What follows belongs to an exercise in optimizing a design on an open flow for small area, a short achievable clock period and few clock cycles; a production flow would make more cautious choices. RTL that was checked went through simulation tests only; none was proved equivalent to the original. Power figures rest on the tool's default switching activity, not on a simulated workload.

## grammar_token_scanner
module grammar_token_scanner #(
    parameter int unsigned SOURCE_DEPTH = 65536
) (
    input  logic        aclk,
    input  logic        aresetn,
    input  logic        cfg_we,
    input  logic [15:0] cfg_wdata,
    input  logic        s_valid,
    output logic        s_ready,
    input  logic [7:0]  s_ch,
    input  logic        s_end_of_source,
    output logic        m_valid,
    input  logic        m_ready,
    output logic [3:0]  m_kind,
    output logic [15:0] m_line,
    output logic [15:0] m_start_res,
    output logic [15:0] m_length,
    output logic [1:0]  m_error_code,
    output logic        m_last_result
);
Size in the first run: about 770 cells after synthesis, roughly 120 flip-flops, about 87 I/O pins, roughly 6800 um^2 of cells after synthesis.
==> flow/config.mk <==
export PLATFORM = sky130hd
export DESIGN_NAME = grammar_token_scanner
export DESIGN_NICKNAME = grammar_token_scanner
export VERILOG_FILES = /design/flow/design.v
export SDC_FILE = /design/flow/constraint.sdc
export NUM_CORES = 4
export LEC_CHECK = 0
export ABC_CLOCK_PERIOD_IN_PS = 1000
export CAP_MARGIN = 20
export CORE_MARGIN = 2
export CORE_UTILIZATION = 40
export SETUP_SLACK_MARGIN = 3.2
export SLEW_MARGIN = 20
==> flow/constraint.sdc <==
create_clock -name core_clock -period 5.5 [get_ports {aclk}]
set_input_delay 1.1000 -clock core_clock [delete_from_list [all_inputs] [get_ports {aclk}]]
set_output_delay 1.1000 -clock core_clock [all_outputs]
set_load 0.01 [all_outputs]
standard.sh (not shown) runs the stock make flow with config.mk's settings and CLKGATE_MAP_FILE= SYNTH_SCRIPT=/design/flow/synth_recipe.tcl, a recipe that flattens the netlist after the stock synthesis.
==> flow/flow/run.sh <==
#!/bin/bash
# The standard layout, with the port buffers made from sky130_fd_sc_hd__buf_1
# instead of the delay cell buffer_ports picks by default. ORFS writes each
# step's log under orfs/logs; make's own output goes to standard.log.
bash standard.sh BUFFER_PORTS_ARGS="-buffer_cell sky130_fd_sc_hd__buf_1" finish > standard.log 2>&1
The starting point completed without violations.
Then changed:
Settings changed: SETUP_SLACK_MARGIN 3.2 to 3.5.
- setup slack gains 0.034 ns
- total power climbs by a little under a tenth
- cell count went up by a few percent
- routed wire length went up by about a fifth
- clock skew hardly moves
- critical path depth does not change
- combinational power came out higher by well over a third
- synthesized area stays the same
- synthesized cell count does not change
- clock power went up by a few percent
- via count rose by roughly a tenth
No functional check of the RTL was part of any run of this note.

========
## run A
Another version of the RTL of grammar_token_scanner (not shown whole).
Size: ~110 flip-flops, about 87 I/O pins, ~5800 µm² of cells after synthesis.
clock: 5.5 ns
lec_check: 0
abc_area: 1
cap_margin: 20
core_margin: 2
core_utilization: 40
cts_buf_list: sky130_fd_sc_hd__clkbuf_4 sky130_fd_sc_hd__clkbuf_8
setup_slack_margin: 3.1
slew_margin: 20
Scripts as last shown in full above: flow/flow/run.sh
No stage failed in run A, and the final checks on the layout all came back clean.
Testbench counts of run A, summed over its fixed seeds: cycles 24,756.
--- input diff run A..run B ---
- SETUP_SLACK_MARGIN changed from 3.1 to 2.9
--- outcome ---
- Flip-flop and latch power (lower): run B
- Run B gives less share of final layout cell area taken by clock buffers and inverters than run A did.
- In the reports for run B and run A, the smaller post-CTS setup repair buffer count belongs to run B.
- Compared to run A, run B has final-layout fill cell count 30 higher.
- Going from run A to run B, met1 track utilization from global routing shrinks by 1.1 points.
- Run B ends up with a power after layout that is 7.0% lower than in run A.
- Going from run A to run B, count of clock-net buffers in the final layout shrinks by 2.
- Of run B and run A, run B shows the lower cell-internal power, with run A above it.
- Diff run A..run B | global-route usage | negligible
- The met1 layer wirelength in the final routing in run B was lower than what run A gave.
- Total via count after detailed routing (run B vs. run A) decreases by a few percent
Setup changes, run B to run C
- changing SETUP_SLACK_MARGIN from 2.9 to 3.0
- removing ABC_AREA (formerly 1)
- setting ABC_CLOCK_PERIOD_IN_PS to 1000 for the first time
Results
Power drawn by the clock network (higher): run C
Clock skew | run C below run B
Summary of run C over run B: final HPWL from detailed placement rose by 920 µm; post-placement worst setup slack fell by 0.16 ns.
Compared to run B, run C shows a narrower setup margin.
Run C: number of clock-tree buffers in the layout higher than run B
Going from run B to run C, first-pass GRT wire length grew by more than 10%.
Horizontal die dimension delta (run C -> run B): insignificant
As of run C, power had risen slightly compared to run B.
Edits applied to the flow inputs when going from run C to run D:
- removing ABC_CLOCK_PERIOD_IN_PS (formerly 1000)
- setting ABC_AREA to 1 for the first time
- changing SETUP_SLACK_MARGIN from 3.0 to 2.97
Results
Lower utilization goes to run D over run C.
Relative to run C, combinational power increased by about 2% in run D.
When the final numbers for run D and run C were put side by side, the sequential share of cell area turned out to be smaller in run C.
Final critical path time including I/O delays and setup: run D and run C compared, lower one is run D
Run C → run D: post-layout net count picked up an extra 111, amount of wire on met3 after detailed routing went down 35%, critical path depth now sits lower.

========
before:
Another version of the RTL of grammar_token_scanner (not shown whole).
Size: about 750 cells after synthesis, roughly 110 flip-flops, ~87 I/O pins, ~6600 um^2 of cells after synthesis.
## grammar_token_scanner
module grammar_token_scanner #(
    parameter int unsigned SOURCE_DEPTH = 65536
) (
    input  logic        aclk,
    input  logic        aresetn,
    input  logic        cfg_we,
    input  logic [15:0] cfg_wdata,
    input  logic        s_valid,
    output logic        s_ready,
    input  logic [7:0]  s_ch,
    input  logic        s_end_of_source,
    output logic        m_valid,
    input  logic        m_ready,
    output logic [3:0]  m_kind,
    output logic [15:0] m_line,
    output logic [15:0] m_start_res,
    output logic [15:0] m_length,
    output logic [1:0]  m_error_code,
    output logic        m_last_result
);
Settings: LEC_CHECK=0, ABC_CLOCK_PERIOD_IN_PS=1000, CAP_MARGIN=20, CORE_MARGIN=2, CORE_UTILIZATION=40, SETUP_SLACK_MARGIN=3.0, SLEW_MARGIN=20; clock period 5.5 ns.
run.sh (not shown) runs the stock make flow with config.mk's settings and CLKGATE_MAP_FILE= SYNTH_SCRIPT=/design/flow/synth_recipe.tcl, a recipe that flattens the netlist after the stock synthesis.
Stock flow here: none of the scripts above is used.
Modified inputs, after compared to before
diff --git a/flow/config.mk b/flow/config.mk
--- a/flow/config.mk
+++ b/flow/config.mk
@@ -11,3 +11,3 @@
 export CORE_UTILIZATION = 40
-export SETUP_SLACK_MARGIN = 3.0
+export SETUP_SLACK_MARGIN = 3.4
 export SLEW_MARGIN = 20
Notes after the runs:
A worst setup path endpoint of o_kind[1] is what before shows, while o_err[1] belongs to after. Critical path depth (lower): before. Sort before and after by share of power burned in combinational logic, ascending, and before comes first. On setup violation total in the final timing report, after tracks before almost exactly. Of the two candidates, before has the better total power and after the worse one. Comparing before and after, the higher placer congestion estimate was measured on before. Summary of the comparison: clock buffer instance count of the final layout is lower in after, relative to before. The run showing the greater post-detailed-route via-to-cell ratio is after. Between before and after, number of signal-net buffers in the layout is lower for before, after comes in above that. Of before and after, the higher core utilization belongs to after.
Function was not checked in any run of this note: the RTL went through the layout flow alone.

port drivers added, routing unchanged:
No port has a modelled driver above. Below, the same layouts with a new extraction and two added sets of constraints.
Step 1 assumes that a clkbuf_16 drives the clock port and a buf_2 every other input.
Step 2, shift: input delay + t, output delay - t, t = (earliest + latest rising clock arrival at the registers) / 2. This alone moves slack from input paths to output paths.
Three values: ideal ports, drivers, drivers and shift; two values: the first two.
| run | t (ns) | slack for setup (ns) | hold slack, ns | worst data-port slew with drivers (ns) |
|---|---|---|---|---|
| the first run of note 1 | 0.450 | 3.031 / 2.989 / 2.619 | 0.472 / 0.472 / 0.472 | 0.04 |
| the second run of note 1 | 0.462 | 3.065 / 3.018 / 2.682 | 0.488 / 0.488 / 0.488 | 0.10 |
| run A | 0.418 | 2.977 / 2.933 / 2.778 | 0.471 / 0.471 / 0.471 | 0.06 |
| run B | 0.414 | 2.936 / 2.915 / 2.683 | 0.469 / 0.469 / 0.469 | 0.04 |
| run C | 0.420 | 2.883 / 2.868 / 2.447 | 0.468 / 0.468 / 0.468 | 0.06 |
| run D | 0.411 | 2.969 / 2.928 / 2.721 | 0.470 / 0.470 / 0.470 | 0.05 |
| before | 0.453 | 2.519 / 2.523 / 2.070 | 0.488 / 0.488 / 0.488 | 0.05 |
| after | 0.457 | 2.517 / 2.523 / 2.066 | 0.493 / 0.493 / 0.493 | 0.06 |
After both steps setup and hold are still met in every run listed. The setup slack of after, which loses most, moves by +0.006 ns with the drivers and by -0.451 ns with both steps.
